From an optimization exercise on the open Yosys and OpenROAD flow, aimed at small area, a short achievable clock period and few clock cycles; shortcuts taken in it are not production practice.
In this exercise RTL edits were held to simulation tests only and were not proved equivalent to the original.
Power and IR drop assume default switching activity.

==> flow/design.v, too long to show whole: its modules and the start of the top module <==
// module mac_dot: 1530 lines
// module mac_fa: 4 lines
// module mac_ha: 4 lines
// module mac_hai: 4 lines
// module mac_top: 99 lines
module mac_top (
    input  logic         CLK,
    input  logic         RSTN,
    input  logic [11:0]  mnt_i,        
    input  logic         start_i,
    output logic         done_o,
    output logic [3:0]   w_rd_o,       
    input  logic [63:0]  w_rdata_i,    
    output logic [3:0]   i_rd_o,       
    input  logic [63:0]  i_rdata_i,    
    output logic [68:0]  o_wr_o        
);
  // ...
==> flow/flow/run.sh <==
#!/bin/bash
# The standard layout, with the smallest buffer on every port
# (repair_timing upsizes the ones on critical paths)
bash standard.sh "BUFFER_PORTS_ARGS=-buffer_cell sky130_fd_sc_hd__buf_1" finish > standard.log 2>&1
==> flow/standard.sh <==
#!/bin/bash
# synth_recipe.tcl (not shown) runs the flow's synth.tcl, then flattens the netlist and writes it again
# the make line also repeats each setting of config.mk as NAME=value (left out here)
make -C /OpenROAD-flow-scripts/flow DESIGN_CONFIG=/design/flow/config.mk WORK_HOME=/design/flow/orfs CLKGATE_MAP_FILE= SYNTH_SCRIPT=/design/flow/synth_recipe.tcl "${@:-finish}"
==> flow/config.mk <==
export PLATFORM = sky130hd
export DESIGN_NAME = mac_top
export DESIGN_NICKNAME = mac_top
export VERILOG_FILES = /design/flow/design.v
export SDC_FILE = /design/flow/constraint.sdc
export NUM_CORES = 4
export LEC_CHECK = 0
export CAP_MARGIN = 20
export CORE_MARGIN = 2
export CORE_UTILIZATION = 30
export CTS_BUF_LIST = sky130_fd_sc_hd__clkbuf_4 sky130_fd_sc_hd__clkbuf_8
export SETUP_SLACK_MARGIN = 3.1
export SLEW_MARGIN = 20
export SYNTH_HIERARCHICAL = 1
==> flow/constraint.sdc <==
create_clock -name core_clock -period 5.5 [get_ports {CLK}]
set_input_delay 1.1000 -clock core_clock [delete_from_list [all_inputs] [get_ports {CLK}]]
set_output_delay 1.1000 -clock core_clock [all_outputs]
set_load 0.01 [all_outputs]
==> run_results.csv, run 1 <==
group,metric,value,unit
finish,postLayoutCoreUtil,0.375,
floorplanning,initial_core_util,0.303,
clocking,clk_latency,0.56,ns
route,wl_per_cell,18.2,um
critical_path,worst_r2r_startpoint,"dot_inst.c640_q",
finish,fin_cells,1775,
critical_path,crit_end,"acc_q[63]",
finish,largest_register_ffs,64,
timing,finalSetupViolations,0,
synth,ys_ff_latch,244,
floorplanning,io_pins,221,
clocking,cts_resized,51,
power_and_ir_drop,p_per_area,595,nW/um^2
clocking,cts-root-buf,"clkbuf_8",
critical_path,path_delay_family,"adder cells",
placed_design,place_congestion,0.897,
synth,yosys_warnings,8,
finish,seq_share,0.318,
min_path,holdPathEnd,"dot_inst.s263_q_q",
power_and_ir_drop,pg_seq,2910,uW
route,wl_met2,15100,um
global_route,met2_usage,0.249,
finish,reg.largest.list,"acc_q: 64 flops, mask_q: 4 flops",
synth,yosysSeqAreaShare,0.393,
placed_design,hpwl,26000,um
timing,relSlewSlack,0.442,
global_route,grt.overflow.total,0,
global_route,grt_usage,0.152,
finish,fill_cells,4063,
critical_path,worstPathRequired,5.90,ns
synth,ys_types,48,
finish,layout_commonest_cell,"dfxtp_1",
route,dr.pass1.iters,6,
power_and_ir_drop,leakagePower,0.00614,uW
finish,design_area,15700,um^2
outcome,status,"no timing/DRC/antenna violations",
Testbench counts, summed over its fixed seeds: cycles 5,706.
==> run 2, diff against run 1 <==
==> flow/config.mk (replaced) <==
export PLATFORM = sky130hd
export DESIGN_NAME = mac_top
export DESIGN_NICKNAME = mac_top
export VERILOG_FILES = /design/flow/design.v
export SDC_FILE = /design/flow/constraint.sdc
export NUM_CORES = 4
export LEC_CHECK = 0
export ABC_CLOCK_PERIOD_IN_PS = 2500
export CAP_MARGIN = 20
export CORE_MARGIN = 2
export CORE_UTILIZATION = 30
export SETUP_SLACK_MARGIN = 3.0
export SLEW_MARGIN = 20
export SYNTH_HIERARCHICAL = 1
==> run 2 against run 1 <==
Compared with the run above:
- still clean
- clock power rose by 7%
- core utilization fell by 1.3 points
- total power fell by 1.3%
- final area fell by 3.4%
- critical path depth fell by 3
- first-iteration DRC count rose by 2.8%
- worst hold slack improved by 0.0070 ns
- clock-buffer cell count fell by 31
- critical endpoint is now dot_inst.s405_q
==> run_results.csv, run 2 <==
group,metric,value,unit
route,highest_layer,"met4",
route,wirelength,31800,um
synth,netlist_top_cells_area,"dfxtp_1, fa_1, nand2_1",
clocking,cts_tree,"done",
critical_path,critPathBufInv,1,
finish,fin_cells,1723,
power_and_ir_drop,p_per_area,608,nW/um^2
placed_design,dp.cells,1675,
power_and_ir_drop,leakagePower,0.00580,uW
timing,period_needed,2.53,ns
clocking,clkTransAtPathRegs,0.06,ns
critical_path,critPathMaxFanout,7,
finish,nNetsFinal,1555,
route,dr.pass1.iters,6,
floorplanning,core_area,41800,um^2
clocking,cts-root-buf,"clkbuf_16",
power_and_ir_drop,p_sw,3510,uW
outcome,status,"no timing/DRC/antenna violations",
finish,largest_register_ffs,64,
timing,whs,0.326,ns
synth,yosysTopAreaCellShare,0.363,
critical_path,arrival,2.96,ns
min_path,hold_class,"reg -> reg",
timing,tns,0,ns
synth,synth_most_common_cell,"dfxtp_1",
placed_design,portBuffers,150,
critical_path,cp_cell_sequence,"buf_1 > and2_2 > nand2_1 > fa_2 > fa_2 > fa_1",
global_route,grt_usage,0.149,
route,drt_iter0_drc,544,
floorplanning,rows,75,
route,met3_length,2240,um
clocking,clock_sinks,244,
synth,synthTopCellsByCount,"dfxtp_1, fa_1, nand2_1",
finish,mostFrequentLayoutCells,"dfxtp_1, fa_1, nand2_1, buf_1, fa_2",
synth,yosysSeqAreaShare,0.393,
power_and_ir_drop,p_int,5690,uW
global_route,grt.overflow.total,0,
global_route,grt_first_pass_wirelength,49700,um
synth,synth_edf_count,0,
synth,synth_top_cell_by_area,"dfxtp_1",
global_route,grt_max_degree,49,
job,maxCapViolCount,0,
synth,ys_types,48,
critical_path,slowest_delay,0.45,ns
timing,drv_slew,0,
route,drcViolationCount,0,
finish,antenna_cells,0,
finish,layout_commonest_cell,"dfxtp_1",
floorplanning,die_w,209,um
timing,worst_slew_pin_slew,0.840,ns
clocking,htreeDepth,1,
critical_path,path_delay_family,"adder cells",
floorplanning,fp.dieArea,43800,um^2
critical_path,crit_slowest_cell,"fa_1",
timing,rsz0062_at_grt,"true",
placed_design,hpwl,25500,um
finish,reg.largest.list,"acc_q: 64 flops, mask_q: 4 flops",
synth,synthArstFlopShare,0.0615,
clocking,cts_made_buffers,26,
synth,syn_avg_cell_area,11.9,um^2
timing,finalCritPeriodShare,0.461,
clocking,clockBufferDepth,3,
critical_path,worstPathRequired,5.93,ns
power_and_ir_drop,p_comb_frac,0.477,
finish,drive_gt1_frac,0.210,
critical_path,cp-start-kind,"primary input",
power_and_ir_drop,clockPowerShare,0.205,
synth,ys_ff_latch,244,
route,antenna_left,0,
critical_path,endpoint_kind,"register",
critical_path,cp_common_cell,"fa_2",
placed_design,place_congestion,0.916,
synth,ys_dominant_reg_cell,"dfxtp_1",
route,wl_per_cell,18.5,um
route,drt-met1-wl,14100,um
synth,yosys_warnings,8,
floorplanning,initial_core_util,0.303,
finish,area.growth.synth_to_final,19.7,%
power_and_ir_drop,seqPwrFrac,0.317,
synth,synth_cells,1058,
floorplanning,die_height,209,um
power_and_ir_drop,swShare,0.381,
route,vias,7841,
timing,clock_skew,0.0128,ns
route,wl_met2,14700,um
route,detail_route.vias_per_cell,4.55,
finish,regMostFlops,"acc_q",
timing,finalSetupViolations,0,
critical_path,crit_type,"in -> reg",
clocking,postCtsHoldBufs,0,
timing,clock.fmax,0.395,GHz
timing,finalHoldViolations,0,
power_and_ir_drop,peakVddDrop,330,uV
global_route,antenna_found_initial,0,
floorplanning,io_pins,221,
synth,netlist_area,12600,um^2
clocking,clk_latency,0.56,ns
timing,relSlewSlack,0.440,
global_route,grt_pass1_vias,8491,
==> run 2: cell types whose count changed in the layout (fill, tap and decap cells not counted), moves of 22 or more <==
cell	delta
clkbuf_8	-45
nand2_4	-22
clkbuf_16	+26
fa_1	+54
fa_2	-54
buf_4	-25
==> run 2: logic make-up after synthesis <==
kind of cell | synth area share
flops | 0.393
mux | 0.000792
simple gates | 0.151
other cells | 0.000594
xor+xnor | 0.0192
buf+inv | 0.0344
compound gates | 0.0241
fa+ha+maj | 0.378
==> run 2: final timing paths <==
kind,startpoint,endpoint,slack [ns],cells past startpoint
setup reg to reg,dot_inst.c640_q,acc_q[63],3.01,7
setup / recovery,i_rdata_i[56],dot_inst.s405_q,2.97,6
hold / removal,dot_inst.s257_q,dot_inst.s257_q_q,0.33,0
hold reg to reg,dot_inst.s257_q,dot_inst.s257_q_q,0.33,0
min in group asynchronous,RSTN,done_q,0.62,1
max in group asynchronous,RSTN,active_q,4.36,1
==> run 2: per-stage QoR <==
| stage | worst slack (ns) | cell area, um^2 | total power (uW) | util |
|---|---|---|---|---|
| after CTS | 2.96 | 15100 | 9160 | 0.361 |
| after detailed placement | 2.26 | 14100 | 7130 | 0.337 |
| after floorplan | 2.73 | 13500 | 5810 | - |
| after global routing | 2.94 | 15100 | 10000 | 0.362 |
| final | 2.97 | 15100 | 9200 | 0.362 |
| after global placement | 2.24 | 14100 | 7010 | 0.337 |
==> run 2: metal layers <==
metal | global-route usage | vias up
li1 | - | 3485
met4 | 0.0411 | 0
met1 | 0.199 | 3960
met5 | 0 | -
met2 | 0.244 | 326
met3 | 0.0335 | 70
==> run 2: repair_timing <==
item                       CTS  global route
hold endpoints to repair     0             0
setup endpoints to repair   60            10
buffers inserted             0             1
resized for setup           38            16
cloned                       0             0
pin swaps                    6             6
==> run 2: cell type report <==
cell class	count	area, um^2
Clock inverter	14	196
Fill cell	4035	26600
Inverter	37	139
Clock buffer	33	737
Tap cell	539	674
Multi-Input combinational cell	705	7830
Timing Repair Buffer	151	593
Sequential cell	244	4970
==> run 2: power by group through the flow <==
stage               Clock (uW)  Combinational [uW]  Sequential (uW)
CTS                       1940                4290             2940
finish                    1890                4390             2920
global placement             0                4060             2950
detailed placement           0                4160             2970
global route              2010                5010             3010
floorplan                    0                2850             2970
==> run 2: modules after synthesis (local to each module, per instance) <==
module,area (um^2),cells
mac_dot,5230,586
mac_top,2770,218
mac_ha,12.5,1
mac_fa,20.0,1
mac_hai,27.5,5
==> run 3, diff against run 2 <==
==> flow/config.mk (replaced) <==
export PLATFORM = sky130hd
export DESIGN_NAME = mac_top
export DESIGN_NICKNAME = mac_top
export VERILOG_FILES = /design/flow/design.v
export SDC_FILE = /design/flow/constraint.sdc
export NUM_CORES = 4
export LEC_CHECK = 0
export CAP_MARGIN = 20
export CORE_MARGIN = 2
export CORE_UTILIZATION = 30
export SETUP_SLACK_MARGIN = 2.8
export SLEW_MARGIN = 20
export SYNTH_HIERARCHICAL = 1
==> run 3 against run 2 <==
Compared with the run above:
- still clean on timing, DRC and antenna
- setup slack worse by 0.18 ns
- global-route usage shrank 0.14 points
- total power fell by 0.14%
- register-to-register slack worse by 0.21 ns
- critical path depth unchanged
- clock-buffer cell count is 1 higher
- first-iteration DRC count decreased by 15%
- sequential cell count is the same
- non-clock buffer count stayed put
- critical endpoint unchanged
- largest cell class unchanged
==> run_results.csv, run 3 <==
group,metric,value,unit
outcome,status,"no timing/DRC/antenna violations",
synth,netlist_top_cells_area,"dfxtp_1, fa_1, nand2_1",
floorplanning,fp.dieArea,43800,um^2
critical_path,crit_end,"dot_inst.s405_q",
power_and_ir_drop,p_per_area,617,nW/um^2
synth,netlist_area,12600,um^2
job,maxCapViolCount,0,
floorplanning,die_height,209,um
finish,mostFrequentLayoutCells,"dfxtp_1, nand2_1, fa_1, buf_1, nor2b_1",
finish,multiInputGateArea,7510,um^2
power_and_ir_drop,p_comb_frac,0.460,
timing,period_needed,2.71,ns
timing,whs,0.326,ns
placed_design,dpl_cell_area,13800,um^2
timing,finalCritPeriodShare,0.493,
route,wirelength,31600,um
placed_design,portBuffers,150,
timing,relSlewSlack,0.442,
power_and_ir_drop,p_sw,3440,uW
route,antenna_left,0,
critical_path,endpoint_kind,"register",
power_and_ir_drop,clockPowerShare,0.223,
clocking,clkTransAtPathRegs,0.06,ns
floorplanning,io_pins,221,
finish,layout_commonest_cell,"dfxtp_1",
placed_design,hpwl,25400,um
route,detail_route.vias_per_cell,4.55,
clocking,cts_tree,"done",
clocking,cts-root-buf,"clkbuf_16",
power_and_ir_drop,peakVddDrop,303,uV
timing,finalSetupViolations,0,
timing,worst_slew_pin_slew,0.838,ns
floorplanning,initial_core_util,0.303,
finish,drive_gt1_frac,0.129,
synth,yosysSeqAreaShare,0.393,
finish,nNetsFinal,1556,
timing,drv_slew,0,
finish,design_area,14900,um^2
synth,synthArstFlopShare,0.0615,
finish,largest_register_ffs,64,
timing,tns,0,ns
synth,ys_types,48,
power_and_ir_drop,seqPwrFrac,0.318,
power_and_ir_drop,power,9180,uW
synth,yosys_warnings,8,
route,wl_per_cell,18.3,um
clocking,clk_latency,0.55,ns
synth,synthTopCellsByCount,"dfxtp_1, fa_1, nand2_1",
power_and_ir_drop,leakagePower,0.00568,uW
critical_path,arrival,3.10,ns
power_and_ir_drop,swShare,0.375,
timing,rsz0062_at_grt,"true",
synth,synth_cells,1058,
critical_path,rr_endpoint,"acc_q[63]",
finish,postLayoutCoreUtil,0.356,
finish,antenna_cells,0,
route,dr.pass1.iters,5,
floorplanning,rows,75,
critical_path,cp-start-kind,"primary input",
global_route,grt_first_pass_wirelength,49200,um
power_and_ir_drop,p_int,5740,uW
synth,yosysTopAreaCellShare,0.363,
synth,synth_most_common_cell,"dfxtp_1",
critical_path,r2r_cells,8,
placed_design,place_congestion,0.877,
timing,clock_skew,0.0326,ns
timing,clock.fmax,0.369,GHz
clocking,clock_sinks,244,
global_route,grt.overflow.total,0,
critical_path,worstPathRequired,5.89,ns
synth,ys_ff_latch,244,
clocking,htreeDepth,1,
synth,synth_edf_count,0,
route,drcViolationCount,0,
critical_path,r2r_slack,2.80,ns
global_route,grt_usage,0.148,
synth,ys_dominant_reg_cell,"dfxtp_1",
clocking,clockBufferDepth,3,
route,drt_iter0_drc,462,
finish,reg.largest.list,"acc_q: 64 flops, mask_q: 4 flops",
synth,synth_top_cell_by_area,"dfxtp_1",
critical_path,crit_type,"in -> reg",
critical_path,critPathMaxFanout,7,
global_route,grt_max_degree,49,
floorplanning,die_w,209,um
min_path,hold_class,"reg -> reg",
global_route,grt_pass1_vias,8593,
finish,fill_cells,4096,
finish,regMostFlops,"acc_q",
timing,finalHoldViolations,0,
synth,syn_avg_cell_area,11.9,um^2
global_route,antenna_found_initial,0,
critical_path,worst_r2r_startpoint,"dot_inst.c640_q",
finish,area.growth.synth_to_final,17.7,%
clocking,cts_made_buffers,27,
finish,regArea,4970,um^2
route,vias,7853,
critical_path,critPathLaunch,"i_rdata_i[57]",
floorplanning,core_area,41800,um^2
run 3: cell counts after synthesis:
Identical to the previous run, type by type.
run 3: area by class of cell:
class	count	share of cell area
Clock inverter	15	0.0182
Sequential cell	244	0.334
Multi-Input combinational cell	705	0.505
Inverter	37	0.00933
Tap cell	539	0.0453
Clock buffer	34	0.0499
Timing Repair Buffer	151	0.0383
run 3: layer usage:
metal,wire (um),up-vias,global-route usage,part of all wire
li1,-,3490,-,-
met1,13600,3917,0.192,0.43
met2,14400,368,0.243,0.46
met3,2440,78,0.0329,0.077
met4,1170,0,0.0520,0.037
met5,0,-,0,0
run 3: critical path: stages:
cell	delay, ns
buf_1	0.14
and2_1	0.39
nand2_1	0.14
fa_2	0.41
fa_2	0.40
fa_1	0.52
run 3: worst min-delay path by stage:
stage                                from           endpoint  cells past startpoint  slack, ns
after floorplan           dot_inst.pp65_q  dot_inst.pp65_q_q                      0       0.31
after global placement          last_q[1]          last_q[2]                      0       0.31
after detailed placement  dot_inst.s265_q  dot_inst.s265_q_q                      0       0.31
after CTS                 dot_inst.s265_q  dot_inst.s265_q_q                      0       0.33
after global routing      dot_inst.s277_q  dot_inst.s277_q_q                      0       0.33
final                     dot_inst.s277_q  dot_inst.s277_q_q                      0       0.33
run 3: what timing repair did:
action,4_1_cts,5_1_grt
setup buffers,0,1
hold buffers,0,0
endpoints found under the setup margin,6,6
gates resized for setup,8,5
pin swaps,1,7
run 3: per-module statistics from Yosys, one instance, submodules excluded:
module,cells inside,flip-flops and latches,copies in the design,area [um^2]
mac_ha,1,0,1,12.5
mac_hai,5,0,6,27.5
mac_fa,1,0,223,20.0
mac_dot,586,152,1,5230
mac_top,218,92,1,2770
run 3: cell families (layout without fill, tap and decap cells):
logic type,Yosys count,count (layout),synth area share
other,2,4,0.000594
muxes,1,1,0.000792
buffers and inverters,111,237,0.0344
and+or+nand+nor,387,387,0.151
xor gates and xnor gates,26,26,0.0192
DFF,244,244,0.393
AOI/OAI and AO/OA,40,40,0.0241
adders and majority gates,247,247,0.378
run 3: power groups by stage:
stage	logic [uW]	clock network (uW)	registers [uW]
CTS	4220	2100	2930
detailed placement	4140	0	2970
finish	4220	2040	2920
floorplan	2810	0	2970
global placement	4040	0	2950
global route	4800	2170	3010
run 3: through the flow:
step / setup WS [ns] / instances
detailed placement: 2.24 / 1675
floorplan: 2.73 / 1060
CTS: 2.80 / 1724
global placement: 2.23 / 1675
global route: 2.73 / 1725
finish: 2.79 / 1725
==> run 4, diff against run 3 <==
==> flow/flow/run.sh (replaced) <==
#!/bin/bash
# The standard layout with two changes:
#  - the smallest buffer on every port (repair_timing upsizes the ones on
#    critical paths)
#  - a clock tree of fewer, larger leaf clusters and no dummy loads
bash standard.sh \
  "BUFFER_PORTS_ARGS=-buffer_cell sky130_fd_sc_hd__buf_1" \
  "CTS_ARGS=-sink_clustering_enable -sink_clustering_size 24 -sink_clustering_max_diameter 80 -buf_list {sky130_fd_sc_hd__clkbuf_8 sky130_fd_sc_hd__clkbuf_16} -dont_use_dummy_load -repair_clock_nets" \
  finish > standard.log 2>&1
--- a/flow/config.mk
+++ b/flow/config.mk
@@ -8,6 +8,6 @@
 export CAP_MARGIN = 20
 export CORE_MARGIN = 2
 export CORE_UTILIZATION = 30
-export SETUP_SLACK_MARGIN = 2.8
+export SETUP_SLACK_MARGIN = 3.0
 export SLEW_MARGIN = 20
 export SYNTH_HIERARCHICAL = 1
==> run 4 against run 3 <==
Compared with the run above:
- still clean
- wire length fell by 0.66%
- cell count down 1.7%
- clock skew is 0.0021 ns higher
- sequential power about the same
- setup slack improved by 0.17 ns
- global-route usage about the same
- die area stayed put
- total power shrank 7.0%
- sequential share of layout area increased by 0.45 points
- synthesized area is the same
- clock power is 46% lower
- core utilization is 0.46 points lower
- critical path type is now reg -> reg
- critical endpoint is now acc_q[63]
==> run_results.csv, run 4 <==
group,metric,value,unit
finish,area.growth.synth_to_final,16.2,%
critical_path,cp_cell_sequence,"fa_1 > fa_1 > ha_4 > a21oi_2 > o21ai_4 > a2111oi_4 > nor3_2 > xnor2_1",
finish,antenna_cells,0,
power_and_ir_drop,peakVddDrop,287,uV
finish,mostFrequentLayoutCells,"dfxtp_1, fa_1, nand2_1, buf_1, fa_2",
route,wl_met2,14700,um
clocking,clockBufferDepth,3,
route,drcViolationCount,0,
clocking,cts_made_buffers,16,
critical_path,slowest_delay,0.55,ns
clocking,clock_sinks,244,
floorplanning,die_height,209,um
synth,ys_ff_latch,244,
placed_design,place_congestion,0.916,
route,detail_route.vias_per_cell,4.56,
route,dr.pass1.iters,5,
global_route,grt_pass1_vias,8316,
timing,period_needed,2.54,ns
timing,worst_slew_pin_slew,0.847,ns
finish,regArea,4970,um^2
route,met3_length,2380,um
critical_path,cp-start-kind,"register",
clocking,postCtsHoldBufs,0,
synth,synthArstFlopShare,0.0615,
critical_path,endpoint_kind,"register",
route,antenna_left,0,
synth,yosys_warnings,8,
route,drt-met1-wl,13600,um
placed_design,dp_worst_setup_slack,2.26,ns
min_path,hold_class,"reg -> reg",
synth,netlist_top_cells_area,"dfxtp_1, fa_1, nand2_1",
synth,syn_avg_cell_area,11.9,um^2
timing,drv_slew,0,
route,drt_iter0_drc,499,
timing,finalSetupViolations,0,
critical_path,arrival,2.92,ns
placed_design,portBuffers,150,
critical_path,worstPathRequired,5.89,ns
global_route,grt_first_pass_wirelength,49100,um
timing,clock_skew,0.0347,ns
clocking,cts_tree,"done",
outcome,status,"no timing/DRC/antenna violations",
finish,layout_commonest_cell,"dfxtp_1",
finish,regMostFlops,"acc_q",
critical_path,crit_slowest_cell,"fa_1",
clocking,htreeDepth,1,
floorplanning,initial_core_util,0.303,
power_and_ir_drop,leakagePower,0.00561,uW
critical_path,path_delay_family,"adder cells",
route,highest_layer,"met4",
timing,relSlewSlack,0.435,
global_route,grt.overflow.total,0,
critical_path,critPathMaxFanout,4,
finish,largest_register_ffs,64,
synth,synth_most_common_cell,"dfxtp_1",
finish,drive_gt1_frac,0.207,
route,vias,7739,
timing,rsz0062_at_grt,"true",
timing,clock.fmax,0.394,GHz
floorplanning,die_w,209,um
power_and_ir_drop,p_per_area,581,nW/um^2
finish,fill_cells,4078,
floorplanning,rows,75,
global_route,antenna_found_initial,0,
synth,synthTopCellsByCount,"dfxtp_1, fa_1, nand2_1",
synth,ys_dominant_reg_cell,"dfxtp_1",
job,maxCapViolCount,0,
synth,yosysSeqAreaShare,0.393,
timing,worst_slack,2.96,ns
global_route,grt_max_degree,49,
clocking,clkTransAtPathRegs,0.09,ns
route,wl_per_cell,18.5,um
synth,yosysTopAreaCellShare,0.363,
timing,finalHoldViolations,0,
floorplanning,io_pins,221,
synth,ys_types,48,
finish,reg.largest.list,"acc_q: 64 flops, mask_q: 4 flops",
timing,tns,0,ns
critical_path,crit_type,"reg -> reg",
critical_path,critPathBufInv,0,
floorplanning,fp.dieArea,43800,um^2
synth,synth_top_cell_by_area,"dfxtp_1",
global_route,grt_usage,0.148,
synth,synth_cells,1058,
synth,netlist_area,12600,um^2
synth,synth_edf_count,0,
floorplanning,core_area,41800,um^2
finish,multiInputGateArea,7860,um^2
finish,nNetsFinal,1549,
route,wirelength,31400,um
critical_path,cp_common_cell,"fa_1",
timing,finalCritPeriodShare,0.462,
clocking,cts-root-buf,"clkbuf_16",
placed_design,hpwl,25500,um
clocking,clk_latency,0.50,ns
[run 4: area by class of cell]
cell class	instances	share of cell area
Multi-Input combinational cell	705	0.535
Sequential cell	244	0.338
Tap cell	539	0.0459
Timing Repair Buffer	155	0.0436
Clock buffer	16	0.0273
Inverter	37	0.00946
[run 4: per-module statistics from Yosys (local to each module, per instance)]
| module | flops+latches | cells inside | times used | cell area (um^2) |
|---|---|---|---|---|
| mac_dot | 152 | 586 | 1 | 5230 |
| mac_fa | 0 | 1 | 223 | 20.0 |
| mac_ha | 0 | 1 | 1 | 12.5 |
| mac_hai | 0 | 5 | 6 | 27.5 |
| mac_top | 92 | 218 | 1 | 2770 |
[run 4: metrics by stage]
stage / cells / area [um^2] / hold slack (ns) / util / power [uW]
3_3_place_gp: 1675 / 14100 / 0.312 / 0.337 / 7010
6_report: 1696 / 14700 / 0.331 / 0.352 / 8540
2_1_floorplan: 1060 / 13500 / 0.310 / - / 5810
5_1_grt: 1696 / 14700 / 0.335 / 0.352 / 9370
3_5_place_dp: 1675 / 14100 / 0.312 / 0.337 / 7130
4_1_cts: 1694 / 14600 / 0.332 / 0.350 / 8550
[run 4: final timing paths]
path | start | end | slack, ns | cells after the start
setup / recovery | dot_inst.c636_q | acc_q[63] | 2.96 | 8
hold / removal | first_q[1] | first_q[2] | 0.33 | 0
setup reg to reg | dot_inst.c636_q | acc_q[63] | 2.96 | 8
hold reg to reg | first_q[1] | first_q[2] | 0.33 | 0
max in group asynchronous | RSTN | active_q | 4.33 | 1
min in group asynchronous | RSTN | v_q[0] | 0.66 | 1
[run 4: per-layer routing]
layer,vias up,global-route usage
met5,-,0
met3,48,0.0329
met4,0,0.0333
met1,3945,0.199
li1,3452,-
met2,294,0.244
[run 4: cells by family (layout without fill, tap and decap cells)]
family,Yosys count,after routing,synth area share
AND/OR/NAND/NOR,387,387,0.151
adder cells (fa/ha/maj),247,247,0.378
flip-flops,244,244,0.393
buffers and inverters,111,208,0.0344
AO/OA/AOI/OAI,40,40,0.0241
XOR/XNOR,26,26,0.0192
other,2,4,0.000594
multiplexers,1,1,0.000792
[run 4: report_power, final]
| part | switching, uW | total (uW) | internal [uW] |
|---|---|---|---|
| clock network | 590 | 1110 | 520 |
| registers | 391 | 2910 | 2520 |
| logic | 2430 | 4510 | 2080 |
[run 4: timing repair]
action                     in CTS  in global routing
buffers inserted                3                  2
gates resized for setup        53                 27
setup endpoints to repair      54                 15
pin swaps                       8                 11

separate check: timing with driven ports:
The flow's constraints put no driver on any port. The routed layouts listed below were extracted and timed again, unchanged, in two steps. Step 1 assumes that a clkbuf_16 drives the clock port and a buf_2 every other input. Step 2 moves the port delays by t, midway between the first and last clock arrival at a register: inputs arrive t later, outputs are due t later. That takes back most of the time a late clock gives input paths. Three values: no drivers, after step 1, after step 2; two values: the first two.
| run | t, ns | setup slack, ns | hold WS [ns] | worst data-port slew with drivers (ns) | cell pins on the clock port's net |
|---|---|---|---|---|---|
| run 1 | 0.597 | 2.952 / 2.952 / 2.488 | 0.319 / 0.319 / 0.319 | 0.08 | 1 |
| run 2 | 0.602 | 2.966 / 2.988 / 2.386 | 0.326 / 0.326 / 0.326 | 0.07 | 1 |
| run 3 | 0.589 | 2.787 / 2.799 / 2.210 | 0.326 / 0.326 / 0.326 | 0.07 | 1 |
| run 4 | 0.540 | 2.962 / 2.962 / 2.461 | 0.331 / 0.331 / 0.331 | 0.07 | 1 |
After both steps every run listed still meets setup and hold. The setup slack of run 2, which loses most, moves by +0.022 ns with the drivers and by -0.580 ns with both steps.
